From an optimization exercise on the open Yosys and OpenROAD flow, aimed at small area, a short achievable clock period and few clock cycles per item; shortcuts taken in it are not production practice.
RTL that was checked went through simulation tests only; none was proved equivalent to the original.
No functional check of the RTL was part of runs 2 and 3.
Power is estimated from default activity; no workload was simulated.

==> design/flow/design.v <==
`timescale 1ns / 1ps
package gpca_pkg;
	localparam int HW_COUNT_WIDTH = 16;
	localparam int TOTAL_W        = 32;
	localparam int FOLD_W         = 15;
	localparam int WINDOW_W       = 15;
	localparam int DEBOUNCE_W     = 24;
	localparam int CFG_DATA_W     = 24;
	localparam int CFG_IDX_W      = 2;
	localparam logic [CFG_IDX_W-1:0] CFG_ACTIVE_HIGH    = 2'd0;
	localparam logic [CFG_IDX_W-1:0] CFG_DEBOUNCE_US    = 2'd1;
	localparam logic [CFG_IDX_W-1:0] CFG_FOLD_THRESHOLD = 2'd2;
	localparam logic                RST_ACTIVE_HIGH    = 1'b1;
	localparam logic [FOLD_W-1:0]   RST_FOLD_THRESHOLD = 15'd16384;
	localparam int                  ROUND_W     = DEBOUNCE_W + 1;
	localparam logic [ROUND_W-1:0]  ROUND_UP    = 25'd999;
	localparam int                  RECIP_W     = 26;
	localparam logic [RECIP_W-1:0]  RECIP_1000  = 26'd34359739;
	localparam int                  RECIP_SHIFT = 35;
	typedef struct packed {
		logic [31:0]                       now_ms;
		logic signed [HW_COUNT_WIDTH-1:0]  hw_count;
		logic                              pin_level;
	} sample_t;
	typedef struct packed {
		logic               logical_on;
		logic [TOTAL_W-1:0] accepted_pulses;
		logic [TOTAL_W-1:0] raw_pulses;
		logic [TOTAL_W-1:0] ignored_pulses;
		logic [TOTAL_W-1:0] samples_taken;
		logic [TOTAL_W-1:0] folds_done;
		logic [TOTAL_W-1:0] last_accept_ms;
		logic               clear_request;
	} result_t;
	typedef struct packed {
		logic                active_high;
		logic [WINDOW_W-1:0] window_ms;
		logic [FOLD_W-1:0]   fold_threshold;
	} cfg_t;
endpackage
`timescale 1ns / 1ps
module gpca_cfg (
	input  logic                                 clk,
	input  logic                                 arst_n,
	input  logic                                 cfg_we,
	input  logic [gpca_pkg::CFG_IDX_W-1:0]       cfg_index,
	input  logic [gpca_pkg::CFG_DATA_W-1:0]      cfg_wdata,
	output logic                                 active_high,
	output logic [gpca_pkg::WINDOW_W-1:0]        win_q,
	output logic                                 win_rnz,
	output logic [gpca_pkg::FOLD_W-1:0]          fold_threshold,
	output logic                                 busy
);
	logic [9:0]  rem_q;      
	logic [3:0]  cnt_q;      
	logic [14:0] quo_q;      
	logic [10:0] trial;
	logic        qbit;
	assign trial = {rem_q, quo_q[14]};
	assign qbit  = (trial >= 11'd1000);
	assign busy  = (cnt_q != 4'd0);
	always_ff @(posedge clk or negedge arst_n) begin
		if (!arst_n) begin
			active_high    <= gpca_pkg::RST_ACTIVE_HIGH;
			fold_threshold <= gpca_pkg::RST_FOLD_THRESHOLD;
			rem_q          <= '0;
			quo_q          <= '0;
			cnt_q          <= '0;
		end else begin
			if (cfg_we && cfg_index == gpca_pkg::CFG_ACTIVE_HIGH) begin
				active_high <= cfg_wdata[0];
			end
			if (cfg_we && cfg_index == gpca_pkg::CFG_FOLD_THRESHOLD) begin
				fold_threshold <= cfg_wdata[gpca_pkg::FOLD_W-1:0];
			end
			if (cfg_we && cfg_index == gpca_pkg::CFG_DEBOUNCE_US) begin
				rem_q <= {1'b0, cfg_wdata[23:15]};
				quo_q <= cfg_wdata[14:0];
				cnt_q <= 4'd15;
			end else if (busy) begin
				rem_q <= qbit ? 10'(trial - 11'd1000) : trial[9:0];
				quo_q <= {quo_q[13:0], qbit};
				cnt_q <= cnt_q - 4'd1;
			end
		end
	end
	assign win_q   = quo_q;
	assign win_rnz = (rem_q != '0);
endmodule
`timescale 1ns / 1ps
module gpca_core (
	input  logic                            clk,
	input  logic                            arst_n,
	input  logic                            en,
	input  logic [48:0]                     sample,
	input  logic                            active_high,
	input  logic [gpca_pkg::WINDOW_W-1:0]   win_q,
	input  logic                            win_rnz,
	input  logic [gpca_pkg::FOLD_W-1:0]     thr,
	output logic [193:0]                    result
);
	localparam int TW = gpca_pkg::TOTAL_W;
	logic [15:0]   prev_q;
	logic [TW-1:0] idle_q;
	logic          armed_q;
	logic [TW-1:0] acc_q;
	logic [TW-1:0] raw_q;
	logic [TW-1:0] ign_q;
	logic [TW-1:0] smp_q;
	logic [TW-1:0] fold_q;
	logic [TW-1:0] acct_q;
	logic          on_q;
	logic          clr_q;
	logic [TW-1:0] now;
	logic [15:0]   hw;
	logic          on;
	logic          fold;
	logic          pos;
	logic          wz;
	logic [TW-1:0] hw_x;
	logic [TW-1:0] prev_n;
	logic [TW-1:0] diff;
	logic          late;
	logic          armed_t;
	logic          take;
	assign now = sample[48:17];
	assign hw  = sample[16:1];
	assign on  = active_high ? sample[0] : ~sample[0];
	always_comb begin
		if (hw[15]) fold = ({1'b0, thr} + {1'b0, hw[14:0]}) <= 16'h8000;
		else        fold = (hw[14:0] >= thr);
	end
	assign pos  = $signed(hw) > $signed(prev_q);
	assign wz   = (win_q == '0) && !win_rnz;
	assign hw_x = {{(TW-16){hw[15]}}, hw};
	assign prev_n = ~{{(TW-16){prev_q[15]}}, prev_q};    
	assign diff = now - idle_q;
	assign late = ({1'b0, diff} + {1'b0, ~{{(TW-gpca_pkg::WINDOW_W){1'b0}}, win_q}} + {32'd0, !win_rnz}) >> TW;
	assign armed_t = armed_q || (!on && (wz || ((idle_q != '0) && late)));
	assign take = pos && !wz && armed_t;
	always_ff @(posedge clk or negedge arst_n) begin
		if (!arst_n) begin
			prev_q  <= '0;
			idle_q  <= '0;
			armed_q <= 1'b0;
			acc_q   <= '0;
			raw_q   <= '0;
			ign_q   <= '0;
			smp_q   <= '0;
			fold_q  <= '0;
			acct_q  <= '0;
		end else if (en) begin
			prev_q  <= fold ? '0 : hw;
			if (on || take) begin
				idle_q <= '0;
			end else if (idle_q == '0) begin
				idle_q <= now;
			end
			armed_q <= armed_t && !take;
			if (pos) begin
				raw_q <= raw_q + hw_x + prev_n + TW'(1);
			end
			if (pos && wz) begin
				acc_q <= acc_q + hw_x + prev_n + TW'(1);
			end else if (take) begin
				acc_q <= acc_q + TW'(1);
			end
			if (pos && !wz) begin
				ign_q <= ign_q + hw_x + prev_n + TW'(!armed_t);
			end
			if (pos && (wz || armed_t)) begin
				acct_q <= now;
			end
			smp_q   <= smp_q + TW'(1);
			fold_q  <= fold_q + TW'(fold);
		end
	end
	always_ff @(posedge clk) begin
		if (en) begin
			on_q  <= on;
			clr_q <= fold;
		end
	end
	assign result = {on_q, acc_q, raw_q, ign_q, smp_q, fold_q, acct_q, clr_q};
endmodule
`timescale 1ns / 1ps
module gated_pulse_count_accumulator (
	input  logic                             clk,
	input  logic                             arst_n,
	input  logic                             sample_valid,
	output logic                             sample_ready,
	input  logic [48:0]                      sample,
	output logic                             result_valid,
	input  logic                             result_ready,
	output logic [193:0]                     result,
	input  logic                             cfg_we,
	input  logic [gpca_pkg::CFG_IDX_W-1:0]   cfg_index,
	input  logic [gpca_pkg::CFG_DATA_W-1:0]  cfg_wdata
);
	logic                          active_high;
	logic [gpca_pkg::WINDOW_W-1:0] win_q;
	logic                          win_rnz;
	logic [gpca_pkg::FOLD_W-1:0]   thr;
	logic                          busy;
	logic                          valid_q;
	logic                          take;
	assign sample_ready = !busy && (!valid_q || result_ready);
	assign take         = sample_valid && sample_ready;
	always_ff @(posedge clk or negedge arst_n) begin
		if (!arst_n) begin
			valid_q <= 1'b0;
		end else if (!valid_q || result_ready) begin
			valid_q <= take;
		end
	end
	gpca_cfg u_cfg (
		.clk            (clk),
		.arst_n         (arst_n),
		.cfg_we         (cfg_we),
		.cfg_index      (cfg_index),
		.cfg_wdata      (cfg_wdata),
		.active_high    (active_high),
		.win_q          (win_q),
		.win_rnz        (win_rnz),
		.fold_threshold (thr),
		.busy           (busy)
	);
	gpca_core u_core (
		.clk         (clk),
		.arst_n      (arst_n),
		.en          (take),
		.sample      (sample),
		.active_high (active_high),
		.win_q       (win_q),
		.win_rnz     (win_rnz),
		.thr         (thr),
		.result      (result)
	);
	assign result_valid = valid_q;
endmodule
==> design/flow/run.sh <==
#!/bin/bash
# synth_recipe.tcl (not shown) runs the flow's synth.tcl, then flattens the netlist and writes it again
# the make line also repeats each setting of config.mk as NAME=value (left out here)
make -C /OpenROAD-flow-scripts/flow DESIGN_CONFIG=/design/flow/config.mk WORK_HOME=/design/flow/orfs CLKGATE_MAP_FILE= SYNTH_SCRIPT=/design/flow/synth_recipe.tcl finish
==> design/flow/config.mk <==
export PLATFORM = sky130hd
export DESIGN_NAME = gated_pulse_count_accumulator
export DESIGN_NICKNAME = gated_pulse_count_accumulator
export VERILOG_FILES = /design/flow/design.v
export SDC_FILE = /design/flow/constraint.sdc
export NUM_CORES = 4
export LEC_CHECK = 0
export CAP_MARGIN = 20
export CORE_MARGIN = 2
export CORE_UTILIZATION = 40
export PLACE_DENSITY = 0.6
export SLEW_MARGIN = 20
==> design/flow/constraint.sdc <==
create_clock -name core_clock -period 11.0 [get_ports {clk}]
set_input_delay 2.2000 -clock core_clock [delete_from_list [all_inputs] [get_ports {clk}]]
set_output_delay 2.2000 -clock core_clock [all_outputs]
set_load 0.01 [all_outputs]
==> results of run 1 <==
[worst reg2reg max path: cells and delay by family, from the launching register on]
kind                       cells  cell delay [ps]
adders and majority gates      4             1220
xor gates and xnor gates       2              310
buffers and inverters          2              170
and+or+nand+nor                8             2500
AOI/OAI and AO/OA             18             4010
DFF                            1              370
[metrics by stage]
| step | util (%) | std cells | setup TNS, ps |
|---|---|---|---|
| 6_report | 48.5 | 3787 | 0 |
| 3_3_place_gp | 46.4 | 3719 | 0 |
| 4_1_cts | 48.5 | 3783 | 0 |
| 2_1_floorplan | - | 2729 | 0 |
| 3_5_place_dp | 46.5 | 3719 | -65.1 |
| 5_1_grt | 48.5 | 3786 | 0 |
[cell usage in the layout, fill, tap and decap left out, types with 13 or more instances in the layout]
cell               n
a211oi_1          14
a21o_1            50
a21oi_1          177
a22o_1            32
a2bb2oi_1         17
a31oi_1           15
and2_1            13
and3_1            30
buf_4             19
clkbuf_16         37
clkdlybuf4s50_1  274
dfrtp_1          284
fa_1              96
ha_1             195
inv_1            425
mux2_1            29
mux2_2            22
nand2_1          245
nand2b_1          30
nand3_1           66
nand4_1           26
nor2_1           145
nor2b_1           13
nor3_1            43
nor4_1            23
o211ai_1          15
o21a_1            25
o21ai_0          186
o21bai_1          25
o311ai_0          29
o31ai_1           25
or2_2             13
or3_1             13
xnor2_1          108
xor2_1            62
[area by class of cell]
cell class / instances / area, µm²
Antenna cell: 4 / 10.0
Timing Repair Buffer: 295 / 2910
Clock inverter: 8 / 100
Clock buffer: 56 / 1090
Inverter: 426 / 1600
Tap cell: 773 / 967
Fill cell: 5697 / 30300
Multi-Input combinational cell: 1936 / 14600
Sequential cell: 289 / 7250
[cell families after synthesis]
family,Yosys count
XOR/XNOR,170
multiplexers,63
adder cells (fa/ha/maj),291
buffers and inverters,504
AO/OA/AOI/OAI,710
flip-flops,289
AND/OR/NAND/NOR,702
[how the worst max path moves through the flow]
| stage | from | to | cells after the start |
|---|---|---|---|
| floorplan | sample[23] | u_core.ign_q[31] | 34 |
| global placement | sample[24] | u_core.ign_q[31] | 34 |
| detailed placement | sample[24] | u_core.ign_q[31] | 34 |
| CTS | sample[24] | u_core.ign_q[31] | 34 |
| global route | sample[24] | u_core.ign_q[31] | 34 |
| finish | sample[24] | u_core.ign_q[31] | 34 |
[power groups by stage]
stage / Clock, mW / Sequential, mW / Combinational (mW)
after floorplan: 0 / 1.61 / 3.56
after global placement: 0 / 1.61 / 4.85
after detailed placement: 0 / 1.61 / 4.93
after CTS: 1.26 / 1.60 / 4.97
after global routing: 1.30 / 1.63 / 5.62
final: 1.22 / 1.60 / 4.96
[registers in the layout (all words and copies together) (netlist names), 4 cells and up]
| register | count |
|---|---|
| u_core.fold_q | 32 |
| u_core.prev_q | 16 |
| u_core.raw_q | 32 |
| u_core.idle_q | 32 |
| u_core.smp_q | 32 |
| u_cfg.fold_threshold | 15 |
| u_core.acc_q | 32 |
| u_cfg.cnt_q | 4 |
| u_core.acct_q | 32 |
| u_cfg.rem_q | 10 |
| u_core.ign_q | 32 |
| u_cfg.quo_q | 15 |
[per-layer routing]
layer	vias to the layer above	wire length, µm	global-route usage (%)	part of all wire, %
met5	-	29	0	0.043
met2	495	32400	36.8	48
met3	109	3920	4.68	5.8
li1	9940	-	-	-
met4	4	2000	7.54	3.0
met1	9776	29400	28.7	43
[repair_timing]
action                                  4_1_cts  5_1_grt
resized for setup                             0        3
endpoints found under the hold margin         0        0
endpoints found under the setup margin        0        1
buffers inserted                              0        0
==> reports/results.txt, run 1 <==
Synth Area in XOR/XNOR = 6.27%
drc violations = 0
Sink Count = 289
CP peak stage delay = 600 ps
Die ar. = 0.0613 mm²
Antenna Nets Post-Route = 0
Power Total = 7.78 mW
first-pass GRT wire length = 109,000 µm
Slew @ Worst Pin = 939 ps
core area = 0.0588 mm²
post-synth top area share = 30.1%
Peak VDD IR = 134 µV
synthesized area per cell = 8.70 µm²
gpl congestion = 0.907
# rows = 89
count leader, synth = inv_1
largest net degree at the start of global routing = 96
most frequent cells after synthesis = inv_1 (426), dfrtp_1 (285), nand2_1 (245)
chip height = 248 µm
critical path launch point type = input pin
Crit Path Class = in -> reg
die width = 248 µm
GR Overflow Total = 0
reg2reg path depth = 34
crit-path max FO = 6
Slowest-stage cell, CP = or4_1
sw frac = 45.4%
1st-iter DRT viols = 1,156
DR WL/cell = 17.9 µm
Int Pwr = 4.25 mW
Distinct cells, synth = 84
synthesis-stage register bit count = 289
share of cells above drive strength 1 = 4.55%
Initial Util = 40.4%
multiplexer share of the synthesized area = 2.93%
Final #Nets = 3,356
Reg clk slew, reported paths = 60 ps
Port Buffer Count = 275
Via density = 5.37
# IOs = 276
DR pass1 iterations = 5
Hold WS = 473 ps
root buffer cell = clkbuf_16
Post-synth ARST share = 99.3%
DP Area = 0.0273 mm²
worst min path class = reg -> reg
synth warn = 3
cts bufs inserted = 37
CP top delay family = compound AO/OA/AOI/OAI gates
Min-Delay Endpoint = u_core.fold_q[31]
Mapped Cells = 2,729
post-synthesis compound-gate area fraction = 19.6%
Post-synth EDFFs = 2
Logic pwr share = 63.7%
Area Growth Syn to Fin = 20.3%
status = timing/DRC/antenna clean
Synth area leaders = dfrtp_1 (30%), ha_1 (10%), fa_1 (8.1%), inv_1 (6.7%), xnor2_1 (4.0%)
Max Fclk = 96.0 MHz
Tmin final = 10,410 ps
WP buf/inv = 2
Clock Tree Buf Depth = 3
Arrival @ worst endpoint = 10,880 ps
R2R Path End = u_core.ign_q[31]
max_slew headroom = 37.4%
pwr dens = 273 mW/mm²
Net Switching = 3.53 mW
largest family of logic cells by synthesized area = compound AO/OA/AOI/OAI gates
post-synth top area cell = dfrtp_1
Setup violations, final = 0
r2r startpoint = u_core.idle_q[7]
fin area = 0.0285 mm²
sequential area share after synthesis = 30.5%
unrepaired setup endpoints after global routing = false
Static Leak = 13.1 nW
htree depth = 2
Final Skew = 23.0 ps
final period utilization = 94.7%
routed vias = 20,300
WL final = 67,700 µm
pre-CTS setup slack = -65.1 ps
hold-critical path depth = 1
reg-to-reg setup timing slack = 2320 ps
maximum capacitance violations = 0
fin worst setup slack = 587 ps
synthesized net count = 3,100
final hold vios = 0
CTS tree = done
critical path endpoint category = flip-flop
Critical Path RT = 11,470 ps
clk latency of the worst-skew pair = 560 ps
sequential share of power = 20.5%
ys flop type = dfrtp_1
CTS Hold Buffers Added = 0
All-Layer GR Usage = 22.2%
Clock power frac = 15.7%
Max Slew Vio Count = 0
Hold Startpoint = u_core.fold_q[31]
dpl hpwl = 51,700 µm
vias in the first global route = 20,500
initial antenna violation count = 7
Cell Area, Synth = 0.0237 mm²
Adder-Cell Fraction of Synth Area = 18.4%
simple-gate share of the synthesized area = 14.1%
Testbench counts, summed over its fixed seeds: cycles 24,120, items 24,000.
==> run 2: changes to the inputs <==
--- a/design/flow/design.v
+++ b/design/flow/design.v
@@ -91,7 +91,8 @@
 module gpca_core (
 	input  logic                            clk,
 	input  logic                            arst_n,
-	input  logic                            en,
+	input  logic                            take_in,    
+	input  logic                            en,         
 	input  logic [48:0]                     sample,
 	input  logic                            active_high,
 	input  logic [gpca_pkg::WINDOW_W-1:0]   win_q,
@@ -100,7 +101,37 @@
 	output logic [193:0]                    result
 );
 	localparam int TW = gpca_pkg::TOTAL_W;
-	logic [15:0]   prev_q;
+	logic [15:0]   prev_q;       
+	logic [TW-1:0] s_now;
+	logic [15:0]   s_dm1;        
+	logic          s_pos;
+	logic          s_on;
+	logic          s_fold;
+	logic [15:0]   hw;
+	logic          fold_in;
+	logic [16:0]   dm1_in;
+	assign hw = sample[16:1];
+	always_comb begin
+		if (hw[15]) fold_in = ({1'b0, thr} + {1'b0, hw[14:0]}) <= 16'h8000;
+		else        fold_in = (hw[14:0] >= thr);
+	end
+	assign dm1_in = {hw[15], hw} + ~{prev_q[15], prev_q};
+	always_ff @(posedge clk or negedge arst_n) begin
+		if (!arst_n) begin
+			prev_q <= '0;
+		end else if (take_in) begin
+			prev_q <= fold_in ? '0 : hw;
+		end
+	end
+	always_ff @(posedge clk) begin
+		if (take_in) begin
+			s_now  <= sample[48:17];
+			s_dm1  <= dm1_in[15:0];
+			s_pos  <= !dm1_in[16];
+			s_on   <= active_high ? sample[0] : ~sample[0];
+			s_fold <= fold_in;
+		end
+	end
 	logic [TW-1:0] idle_q;
 	logic          armed_q;
 	logic [TW-1:0] acc_q;
@@ -111,36 +142,30 @@
 	logic [TW-1:0] acct_q;
 	logic          on_q;
 	logic          clr_q;
-	logic [TW-1:0] now;
-	logic [15:0]   hw;
-	logic          on;
-	logic          fold;
-	logic          pos;
 	logic          wz;
-	logic [TW-1:0] hw_x;
-	logic [TW-1:0] prev_n;
+	logic          idle_nz;
 	logic [TW-1:0] diff;
-	logic          late;
+	logic [TW:0]   late_sum;
 	logic          armed_t;
 	logic          take;
-	assign now = sample[48:17];
-	assign hw  = sample[16:1];
-	assign on  = active_high ? sample[0] : ~sample[0];
-	always_comb begin
-		if (hw[15]) fold = ({1'b0, thr} + {1'b0, hw[14:0]}) <= 16'h8000;
-		else        fold = (hw[14:0] >= thr);
-	end
-	assign pos  = $signed(hw) > $signed(prev_q);
-	assign wz   = (win_q == '0) && !win_rnz;
-	assign hw_x = {{(TW-16){hw[15]}}, hw};
-	assign prev_n = ~{{(TW-16){prev_q[15]}}, prev_q};    
-	assign diff = now - idle_q;
-	assign late = ({1'b0, diff} + {1'b0, ~{{(TW-gpca_pkg::WINDOW_W){1'b0}}, win_q}} + {32'd0, !win_rnz}) >> TW;
-	assign armed_t = armed_q || (!on && (wz || ((idle_q != '0) && late)));
-	assign take = pos && !wz && armed_t;
-	always_ff @(posedge clk or negedge arst_n) begin
-		if (!arst_n) begin
-			prev_q  <= '0;
+	logic          hit;
+	logic [TW-1:0] d_x;
+	logic [TW:0]   raw_s;
+	logic [TW:0]   acc_s;
+	logic [TW:0]   ign_s;
+	assign wz      = (win_q == '0) && !win_rnz;
+	assign idle_nz = (idle_q != '0);
+	assign diff     = s_now - idle_q;
+	assign late_sum = {1'b0, diff} + {1'b0, ~{{(TW-gpca_pkg::WINDOW_W){1'b0}}, win_q}} + {32'd0, !win_rnz};
+	assign armed_t  = armed_q || (!s_on && (wz || (idle_nz && late_sum[TW])));
+	assign take     = s_pos && !wz && armed_t;     
+	assign hit      = s_pos && (wz || armed_t);    
+	assign d_x   = {{(TW-16){1'b0}}, s_dm1};
+	assign raw_s = {raw_q, 1'b1} + {d_x, 1'b1};                                
+	assign acc_s = {acc_q, 1'b1} + {(wz ? d_x : {TW{1'b0}}), 1'b1};           
+	assign ign_s = {ign_q, 1'b1} + {d_x, !armed_t};                            
+	always_ff @(posedge clk or negedge arst_n) begin
+		if (!arst_n) begin
 			idle_q  <= '0;
 			armed_q <= 1'b0;
 			acc_q   <= '0;
@@ -150,35 +175,30 @@
 			fold_q  <= '0;
 			acct_q  <= '0;
 		end else if (en) begin
-			prev_q  <= fold ? '0 : hw;
-			if (on || take) begin
+			if (s_on || take) begin
 				idle_q <= '0;
-			end else if (idle_q == '0) begin
-				idle_q <= now;
+			end else if (!idle_nz) begin
+				idle_q <= s_now;
 			end
 			armed_q <= armed_t && !take;
-			if (pos) begin
-				raw_q <= raw_q + hw_x + prev_n + TW'(1);
-			end
-			if (pos && wz) begin
-				acc_q <= acc_q + hw_x + prev_n + TW'(1);
-			end else if (take) begin
-				acc_q <= acc_q + TW'(1);
-			end
-			if (pos && !wz) begin
-				ign_q <= ign_q + hw_x + prev_n + TW'(!armed_t);
-			end
-			if (pos && (wz || armed_t)) begin
-				acct_q <= now;
-			end
-			smp_q   <= smp_q + TW'(1);
-			fold_q  <= fold_q + TW'(fold);
+			if (s_pos) begin
+				raw_q <= raw_s[TW:1];
+			end
+			if (hit) begin
+				acc_q  <= acc_s[TW:1];
+				acct_q <= s_now;
+			end
+			if (s_pos && !wz) begin
+				ign_q <= ign_s[TW:1];
+			end
+			smp_q  <= smp_q + TW'(1);
+			fold_q <= fold_q + TW'(s_fold);
 		end
 	end
 	always_ff @(posedge clk) begin
 		if (en) begin
-			on_q  <= on;
-			clr_q <= fold;
+			on_q  <= s_on;
+			clr_q <= s_fold;
 		end
 	end
 	assign result = {on_q, acc_q, raw_q, ign_q, smp_q, fold_q, acct_q, clr_q};
@@ -202,15 +222,24 @@
 	logic                          win_rnz;
 	logic [gpca_pkg::FOLD_W-1:0]   thr;
 	logic                          busy;
-	logic                          valid_q;
-	logic                          take;
-	assign sample_ready = !busy && (!valid_q || result_ready);
-	assign take         = sample_valid && sample_ready;
-	always_ff @(posedge clk or negedge arst_n) begin
-		if (!arst_n) begin
-			valid_q <= 1'b0;
-		end else if (!valid_q || result_ready) begin
-			valid_q <= take;
+	logic                          valid_s1;
+	logic                          valid_s2;
+	logic                          adv;
+	logic                          take_in;
+	assign adv          = valid_s1 && (!valid_s2 || result_ready);
+	assign sample_ready = !busy && (!valid_s1 || adv);
+	assign take_in      = sample_valid && sample_ready;
+	always_ff @(posedge clk or negedge arst_n) begin
+		if (!arst_n) begin
+			valid_s1 <= 1'b0;
+			valid_s2 <= 1'b0;
+		end else begin
+			if (!valid_s1 || adv) begin
+				valid_s1 <= take_in;
+			end
+			if (!valid_s2 || result_ready) begin
+				valid_s2 <= valid_s1;
+			end
 		end
 	end
 	gpca_cfg u_cfg (
@@ -228,7 +257,8 @@
 	gpca_core u_core (
 		.clk         (clk),
 		.arst_n      (arst_n),
-		.en          (take),
+		.take_in     (take_in),
+		.en          (adv),
 		.sample      (sample),
 		.active_high (active_high),
 		.win_q       (win_q),
@@ -236,5 +266,5 @@
 		.thr         (thr),
 		.result      (result)
 	);
-	assign result_valid = valid_q;
+	assign result_valid = valid_s2;
 endmodule
==> run 2 against run 1 <==
Register-to-register slack better by 980 ps. Critical path depth down 3. Clock power up 12%. First-iteration DRC count down 18%. Still clean on timing, DRC and antenna. Hold slack worse by 12 ps. Via count down 21%. Die area down 16%. Wire length down 21%. Design area down 14%. Highest routed layer unchanged. Maximum frequency up 35%. Combinational power down 55%. Sequential cell count up 52.
==> reports/results.txt, run 2 <==
Final #Nets = 2,578 (was 3,356)
Most common cell on crit path = a21oi_1
Crit Path Class = reg -> reg (was in -> reg)
Die ar. = 0.0514 mm² (was 0.0613 mm²)
final period utilization = 70.0% (was 94.7%)
pwr dens = 218 mW/mm² (was 273 mW/mm²)
Synth area leaders = dfrtp_1 (36%), ha_1 (9.3%), edfxtp_1 (8.0%), nand2_1 (5.1%), xnor2_1 (4.9%) (was dfrtp_1 (30%), ha_1 (10%), fa_1 (8.1%), inv_1 (6.7%), xnor2_1 (4.0%))
critical path launch point type = flip-flop (was input pin)
Port Buffer Count = 275 (unchanged)
Final Skew = 26.1 ps (was 23.0 ps)
largest net degree at the start of global routing = 100 (was 96)
# IOs = 276 (unchanged)
clk latency of the worst-skew pair = 570 ps (was 560 ps)
core area = 0.0490 mm² (was 0.0588 mm²)
Post-CTS Setup Repair Bufs = 0 (unchanged)
# diodes = 0 (was 4)
unrepaired setup endpoints after global routing = false (unchanged)
Critical Path RT = 11,440 ps (was 11,470 ps)
post-synth top area share = 36.0% (was 30.1%)
WL final = 53,700 µm (was 67,700 µm)
DR pass1 iterations = 5 (unchanged)
Setup violations, final = 0 (unchanged)
Max Slew Vio Count = 0 (unchanged)
fill count = 4,587 (was 5,697)
Clock Tree Buf Depth = 3 (unchanged)
placed cells = 2,967 (was 3,719)
Power Total = 5.38 mW (was 7.78 mW)
synthesized area per cell = 9.57 µm² (was 8.70 µm²)
Distinct cells, synth = 75 (was 84)
Post-synth ARST share = 84.5% (was 99.3%)
max_slew headroom = 35.3% (was 37.4%)
R2R Path End = u_core.ign_q[29] (was u_core.ign_q[31])
cts bufs inserted = 40 (was 37)
maximum capacitance violations = 0 (unchanged)
root buffer cell = clkbuf_16 (unchanged)
reg2reg path depth = 31 (was 34)
CP peak stage delay = 520 ps (was 600 ps)
Tmin final = 7700 ps (was 10,410 ps)
synthesized net count = 2,308 (was 3,100)
PostCTS Resize Cnt = 0 (unchanged)
Slowest-stage cell, CP = or4_1 (unchanged)
r2r startpoint = u_core.idle_q[0] (was u_core.idle_q[7])
Via density = 5.32 (was 5.37)
Slew @ Worst Pin = 970 ps (was 939 ps)
routed vias = 16,200 (was 20,300)
gpl congestion = 0.852 (was 0.907)
All-Layer GR Usage = 20.9% (was 22.2%)
Post-synth EDFFs = 53 (was 2)
Initial Util = 40.6% (was 40.4%)
count leader, synth = dfrtp_1 (was inv_1)
status = timing/DRC/antenna clean (unchanged)
drc violations = 0 (unchanged)
hold-critical path depth = 1 (unchanged)
synthesis-stage register bit count = 341 (was 289)
most frequent cells after synthesis = dfrtp_1 (286), nand2_1 (272), inv_1 (148) (was inv_1 (426), dfrtp_1 (285), nand2_1 (245))
critical path endpoint category = flip-flop (unchanged)
ys flop type = dfrtp_1 (unchanged)
final hold vios = 0 (unchanged)
share of cells above drive strength 1 = 5.47% (was 4.55%)
fin util = 50.4% (was 48.5%)
# rows = 81 (was 89)
post-synth top area cell = dfrtp_1 (unchanged)
Antenna Nets Post-Route = 0 (unchanged)
CP top delay family = compound AO/OA/AOI/OAI gates (unchanged)
Mapped Cells = 2,075 (was 2,729)
worst min path class = reg -> reg (unchanged)
Cell Area, Synth = 0.0199 mm² (was 0.0237 mm²)
Hold WS = 461 ps (was 473 ps)
vias in the first global route = 15,900 (was 20,500)
first-pass GRT wire length = 85,600 µm (was 109,000 µm)
Peak VDD IR = 134 µV (about the same)
initial antenna violation count = 1 (was 7)
DR WL/cell = 17.7 µm (was 17.9 µm)
commonest non-fill, non-tap cell in the layout = dfrtp_1 (was inv_1)
1st-iter DRT viols = 952 (was 1,156)
Sink Count = 341 (was 289)
chip height = 227 µm (was 248 µm)
Min-Delay Endpoint = u_core.smp_q[31] (was u_core.fold_q[31])
Max Fclk = 130 MHz (was 96.0 MHz)
reg-to-reg setup timing slack = 3300 ps (was 2320 ps)
dpl hpwl = 40,700 µm (was 51,700 µm)
synth warn = 3 (unchanged)
sequential area share after synthesis = 44.3% (was 30.5%)
Arrival @ worst endpoint = 8150 ps (was 10,880 ps)
crit-path max FO = 5 (was 6)
die width = 227 µm (was 248 µm)
CTS Hold Buffers Added = 0 (unchanged)
setup tns final = 0 ps (unchanged)
Static Leak = 10.9 nW (was 13.1 nW)
Layout Cells excl Fill = 3,039 (was 3,787)
Area Growth Syn to Fin = 24.1% (was 20.3%)
htree depth = 2 (unchanged)
most frequent cells in the layout = dfrtp_1 (286), clkdlybuf4s50_1 (274), nand2_1 (271) (was inv_1 (425), dfrtp_1 (284), clkdlybuf4s50_1 (274))
GR Overflow Total = 0 (unchanged)
Reg clk slew, reported paths = 60 ps (about the same)
CTS tree = done (unchanged)
Hold Startpoint = u_core.smp_q[31] (was u_core.fold_q[31])
WP buf/inv = 1 (was 2)
-- run 2: cell count changes after synthesis, moves of 34 or more --
| cell | previous run | this run |
|---|---|---|
| inv_1 | 426 | 148 |
| fa_1 | 96 | 6 |
| a21oi_1 | 178 | 114 |
| o21ai_0 | 186 | 126 |
| edfxtp_1 | 2 | 53 |
| ha_1 | 195 | 147 |
| nor2_1 | 148 | 114 |
-- run 2: cell families (layout without fill, tap and decap cells) --
kind of cell,Yosys count,count (layout),synth area share (%)
flops,341,341,44.3
compound gates,477,477,15.7
xor+xnor,182,182,8.03
fa+ha+maj,153,153,9.87
buf+inv,210,510,4.17
mux,22,22,1.24
simple gates,690,690,16.6
-- run 2: metrics by stage --
step                      cell area, µm²  worst slack (ps)
after global routing               24600              2590
after CTS                          24600              3300
after global placement             23300              3550
after detailed placement           23300              3390
final                              24600              3300
after floorplan                    19900              4520
-- run 2: worst max-delay path by stage --
stage                     start          endpoint  slack (ps)  cells past startpoint
4_1_cts        u_core.idle_q[0]  u_core.ign_q[29]        3300                     31
2_1_floorplan  u_core.idle_q[0]  u_core.ign_q[25]        4520                     30
5_1_grt        u_core.idle_q[0]  u_core.ign_q[29]        2590                     31
6_report       u_core.idle_q[0]  u_core.ign_q[29]        3300                     31
3_5_place_dp   u_core.idle_q[0]  u_core.ign_q[29]        3390                     31
3_3_place_gp   u_core.idle_q[0]  u_core.ign_q[31]        3550                     31
-- run 2: per-layer routing --
| metal | up-vias | GRT usage [%] | part of all wire, % |
|---|---|---|---|
| li1 | 7879 | - | - |
| met1 | 7821 | 28.5 | 45 |
| met2 | 376 | 33.8 | 47 |
| met3 | 75 | 3.89 | 5.6 |
| met4 | 2 | 5.77 | 2.4 |
| met5 | - | 0 | 0.022 |
-- run 2: area by class of cell --
type	instances	area [µm²]	share of cell area, %
tap	664	831	3.37
inverter	149	559	2.27
timing repair buffer	289	2860	11.6
multi-input combinational	1524	10200	41.6
clock buffer	56	1140	4.64
sequential	341	8800	35.7
clock inverter	16	204	0.827
-- run 2: report_power, final --
group | switching (mW) | internal [mW]
Combinational | 1.22 | 1.00
Sequential | 0.223 | 1.57
Clock | 0.545 | 0.824
Total | 1.99 | 3.40
==> run 3: changes to the inputs <==
--- a/design/flow/config.mk
+++ b/design/flow/config.mk
@@ -9,4 +9,5 @@
 export CORE_MARGIN = 2
 export CORE_UTILIZATION = 40
 export PLACE_DENSITY = 0.6
+export SETUP_SLACK_MARGIN = 5
 export SLEW_MARGIN = 20
==> run 3 against run 2 <==
Combinational power is 9% higher. Sequential share of layout area fell by 0.95 points. Core utilization is 1.4 points higher. Clock power about the same. Highest routed layer is now met4. Largest power group unchanged. Critical path depth grew 6. Via count grew 0.77%. Non-clock buffer count rose by 35. Critical endpoint is now u_core.ign_q[5]. Still clean on timing, DRC and antenna. Final cell count grew 1.3%. Register-to-register slack improved by 1300 ps. Synthesized cell count unchanged.
==> reports/results.txt, run 3 <==
status = timing/DRC/antenna clean (unchanged)
met1 GRT Util = 28.4% (was 28.5%)
dpl hpwl = 40,100 µm (was 40,700 µm)
most frequent cells in the layout = dfrtp_1 (286), clkdlybuf4s50_1 (274), nand2_1 (271) (unchanged)
Antenna Nets Post-Route = 0 (unchanged)
final hold vios = 0 (unchanged)
global route hottest layer = met2 (unchanged)
Final #Nets = 2,615 (was 2,578)
commonest non-fill, non-tap cell in the layout = dfrtp_1 (unchanged)
drc violations = 0 (unchanged)
synthesized area per cell = 9.57 µm² (unchanged)
pwr dens = 220 mW/mm² (was 218 mW/mm²)
Most common cell on crit path = buf_6 (was a21oi_1)
max_slew headroom = 37.8% (was 35.3%)
Slew @ Worst Pin = 933 ps (was 970 ps)
htree depth = 2 (unchanged)
Post-synth ARST share = 84.5% (unchanged)
core area = 0.0490 mm² (unchanged)
Synth area leaders = dfrtp_1 (36%), ha_1 (9.3%), edfxtp_1 (8.0%), nand2_1 (5.1%), xnor2_1 (4.9%) (unchanged)
share of cells above drive strength 1 = 8.69% (was 5.47%)
Final Skew = 18.2 ps (was 26.1 ps)
fin util = 51.7% (was 50.4%)
Sink Count = 341 (unchanged)
Cell Area, Synth = 0.0199 mm² (unchanged)
worst min path class = reg -> reg (unchanged)
WL final = 54,000 µm (was 53,700 µm)
critical path launch point type = flip-flop (unchanged)
Port Buffer Count = 275 (unchanged)
critical path endpoint category = flip-flop (unchanged)
Area Growth Syn to Fin = 27.5% (was 24.1%)
Tmin final = 6450 ps (was 7700 ps)
Clock Tree Buf Depth = 3 (unchanged)
Peak VDD IR = 103 µV (was 134 µV)
CP peak stage delay = 450 ps (was 520 ps)
clk latency of the worst-skew pair = 570 ps (about the same)
multi-input logic area = 0.0105 mm² (was 0.0102 mm²)
Reg clk slew, reported paths = 60 ps (about the same)
Static Leak = 11.2 nW (was 10.9 nW)
Arrival @ worst endpoint = 6880 ps (was 8150 ps)
post-synth top area cell = dfrtp_1 (unchanged)
Max Fclk = 155 MHz (was 130 MHz)
Slowest-stage cell, CP = edfxtp_1 (was or4_1)
crit-path max FO = 3 (was 5)
synthesized net count = 2,308 (unchanged)
vias in the first global route = 16,000 (was 15,900)
ys flop type = dfrtp_1 (unchanged)
placed cells = 2,966 (was 2,967)
Via density = 5.29 (was 5.32)
final period utilization = 58.6% (was 70.0%)
met2 GRT Util = 34.2% (was 33.8%)
unrepaired setup endpoints after global routing = true (was false)
Initial Util = 40.6% (unchanged)
DR pass1 iterations = 5 (unchanged)
die width = 227 µm (unchanged)
setup tns final = 0 ps (unchanged)
Reg area = 0.00880 mm² (unchanged)
Die ar. = 0.0514 mm² (unchanged)
Distinct cells, synth = 75 (unchanged)
# rows = 81 (unchanged)
maximum capacitance violations = 0 (unchanged)
Post-synth EDFFs = 53 (unchanged)
Mapped Cells = 2,075 (unchanged)
Crit Path Class = reg -> reg (unchanged)
Power Total = 5.58 mW (was 5.38 mW)
CTS Hold Buffers Added = 0 (unchanged)
sequential area share after synthesis = 44.3% (unchanged)
synth warn = 3 (unchanged)
initial antenna violation count = 0 (was 1)
fill count = 4,472 (was 4,587)
synthesis-stage register bit count = 341 (unchanged)
# IOs = 276 (unchanged)
Layout Cells excl Fill = 3,080 (was 3,039)
# diodes = 0 (unchanged)
gpl congestion = 0.889 (was 0.852)
root buffer cell = clkbuf_16 (unchanged)
Setup violations, final = 0 (unchanged)
chip height = 227 µm (unchanged)
most frequent cells after synthesis = dfrtp_1 (286), nand2_1 (272), inv_1 (148) (unchanged)
DR WL/cell = 17.5 µm (was 17.7 µm)
cts bufs inserted = 42 (was 40)
met3 GRT Util = 3.07% (was 3.89%)
1st-iter DRT viols = 911 (was 952)
Critical Path RT = 11,430 ps (was 11,440 ps)
count leader, synth = dfrtp_1 (unchanged)
first-pass GRT wire length = 85,700 µm (was 85,600 µm)
CTS tree = done (unchanged)
Max Slew Vio Count = 0 (unchanged)
routed vias = 16,300 (was 16,200)
post-synth top area share = 36.0% (unchanged)
GR Overflow Total = 0 (unchanged)
All-Layer GR Usage = 20.9% (about the same)
largest net degree at the start of global routing = 171 (was 100)
==> run 3: cell count changes in the layout (fill, tap and decap cells not counted), sizes merged <==
| cell | delta |
|---|---|
| clkinvlp | -1 |
| clkbuf | +6 |
| buf | +35 |
| bufinv | -4 |
| clkinv | +5 |
==> run 3: cell type report <==
| cell class | count | area share [%] |
|---|---|---|
| well taps | 664 | 3.28 |
| flip-flops and latches | 341 | 34.8 |
| clock inverters | 16 | 0.425 |
| clock buffers | 62 | 5.05 |
| inverters | 149 | 2.21 |
| repair buffers | 324 | 12.7 |
| multi-input cells | 1524 | 41.6 |
==> run 3: kinds of logic (layout without fill, tap and decap cells) <==
kind of cell               Yosys count  after routing  share of synthesized area, %
and+or+nand+nor                    690            690                          16.6
AOI/OAI and AO/OA                  477            477                          15.7
DFF                                341            341                          44.3
buffers and inverters              210            551                          4.17
xor gates and xnor gates           182            182                          8.03
adders and majority gates          153            153                          9.87
muxes                               22             22                          1.24
==> run 3: what timing repair did <==
action                     CTS  global route
pin swaps                   33            21
setup endpoints to repair   14            26
setup buffers               30             5
resized for setup           24            33
==> run 3: per-stage QoR <==
stage          hold slack [ps]  worst slack (ps)  cell area [µm²]
6_report                   470              4550            25300
5_1_grt                    492              4250            25300
4_1_cts                    475              4560            25100
3_5_place_dp               462              4160            23400
3_3_place_gp               458              4080            23400
2_1_floorplan              431              4960            20000
==> run 3: power by group <==
part,internal (mW),switching [mW]
logic,1.13,1.29
registers,1.57,0.219
clock network,0.811,0.563
total,3.51,2.07
==> run 3: per-layer routing <==
layer  up-vias  wire [µm]
met4         0       1470
met5         -          0
li1       7954          -
met2       349      25300
met1      7889      24400
met3        86       2820
==> run 3: final timing paths <==
kind                                  startpoint                end  slack [ps]  depth (start not counted)
min in group asynchronous                 arst_n   u_core.raw_q[27]        1650                          1
worst max register to register   u_core.s_now[1]    u_core.ign_q[5]        4550                         37
worst max-delay path             u_core.s_now[1]    u_core.ign_q[5]        4550                         37
max in group asynchronous                 arst_n  u_core.acct_q[18]        7790                          3
worst min register to register  u_core.raw_q[31]   u_core.raw_q[31]         470                          1
worst min-delay path            u_core.raw_q[31]   u_core.raw_q[31]         470                          1
==> run 3: worst max-delay path: cells and delay by family, from the launching register on <==
family                   cells  cell delay, ps
AO/OA/AOI/OAI               12            2240
AND/OR/NAND/NOR              6            1380
buffers and inverters       15            1260
adder cells (fa/ha/maj)      3             880
flip-flops                   1             450
XOR/XNOR                     1             100

-- static timing again, ports no longer ideal --
The flow's constraints put no driver on any port. The routed layouts listed below were extracted and timed again, unchanged, in two steps. Step 1: set_driving_cell puts a clkbuf_16 on clk and a buf_2 on each other input, an assumption about the parent block. Step 2 also shifts input and output timing later by t, the mid clock arrival at the registers, as if the neighbouring blocks saw the same clock. Slacks: ideal ports / drivers / drivers and shift; pairs: ideal ports / drivers.
run	shift t [ns]	setup WS [ns]	clock arrival spread, ns	worst data-port slew with drivers (ns)
run 1	0.611	0.587 / 0.616 / 0.005	0.023 / 0.023	0.09
run 2	0.613	3.296 / 3.296 / 3.296	0.027 / 0.027	0.07
run 3	0.623	4.552 / 4.552 / 4.552	0.018 / 0.018	0.08
After both steps setup and hold are still met in every run listed. The setup slack of run 1, which loses most, moves by +0.029 ns with the drivers and by -0.582 ns with both steps.
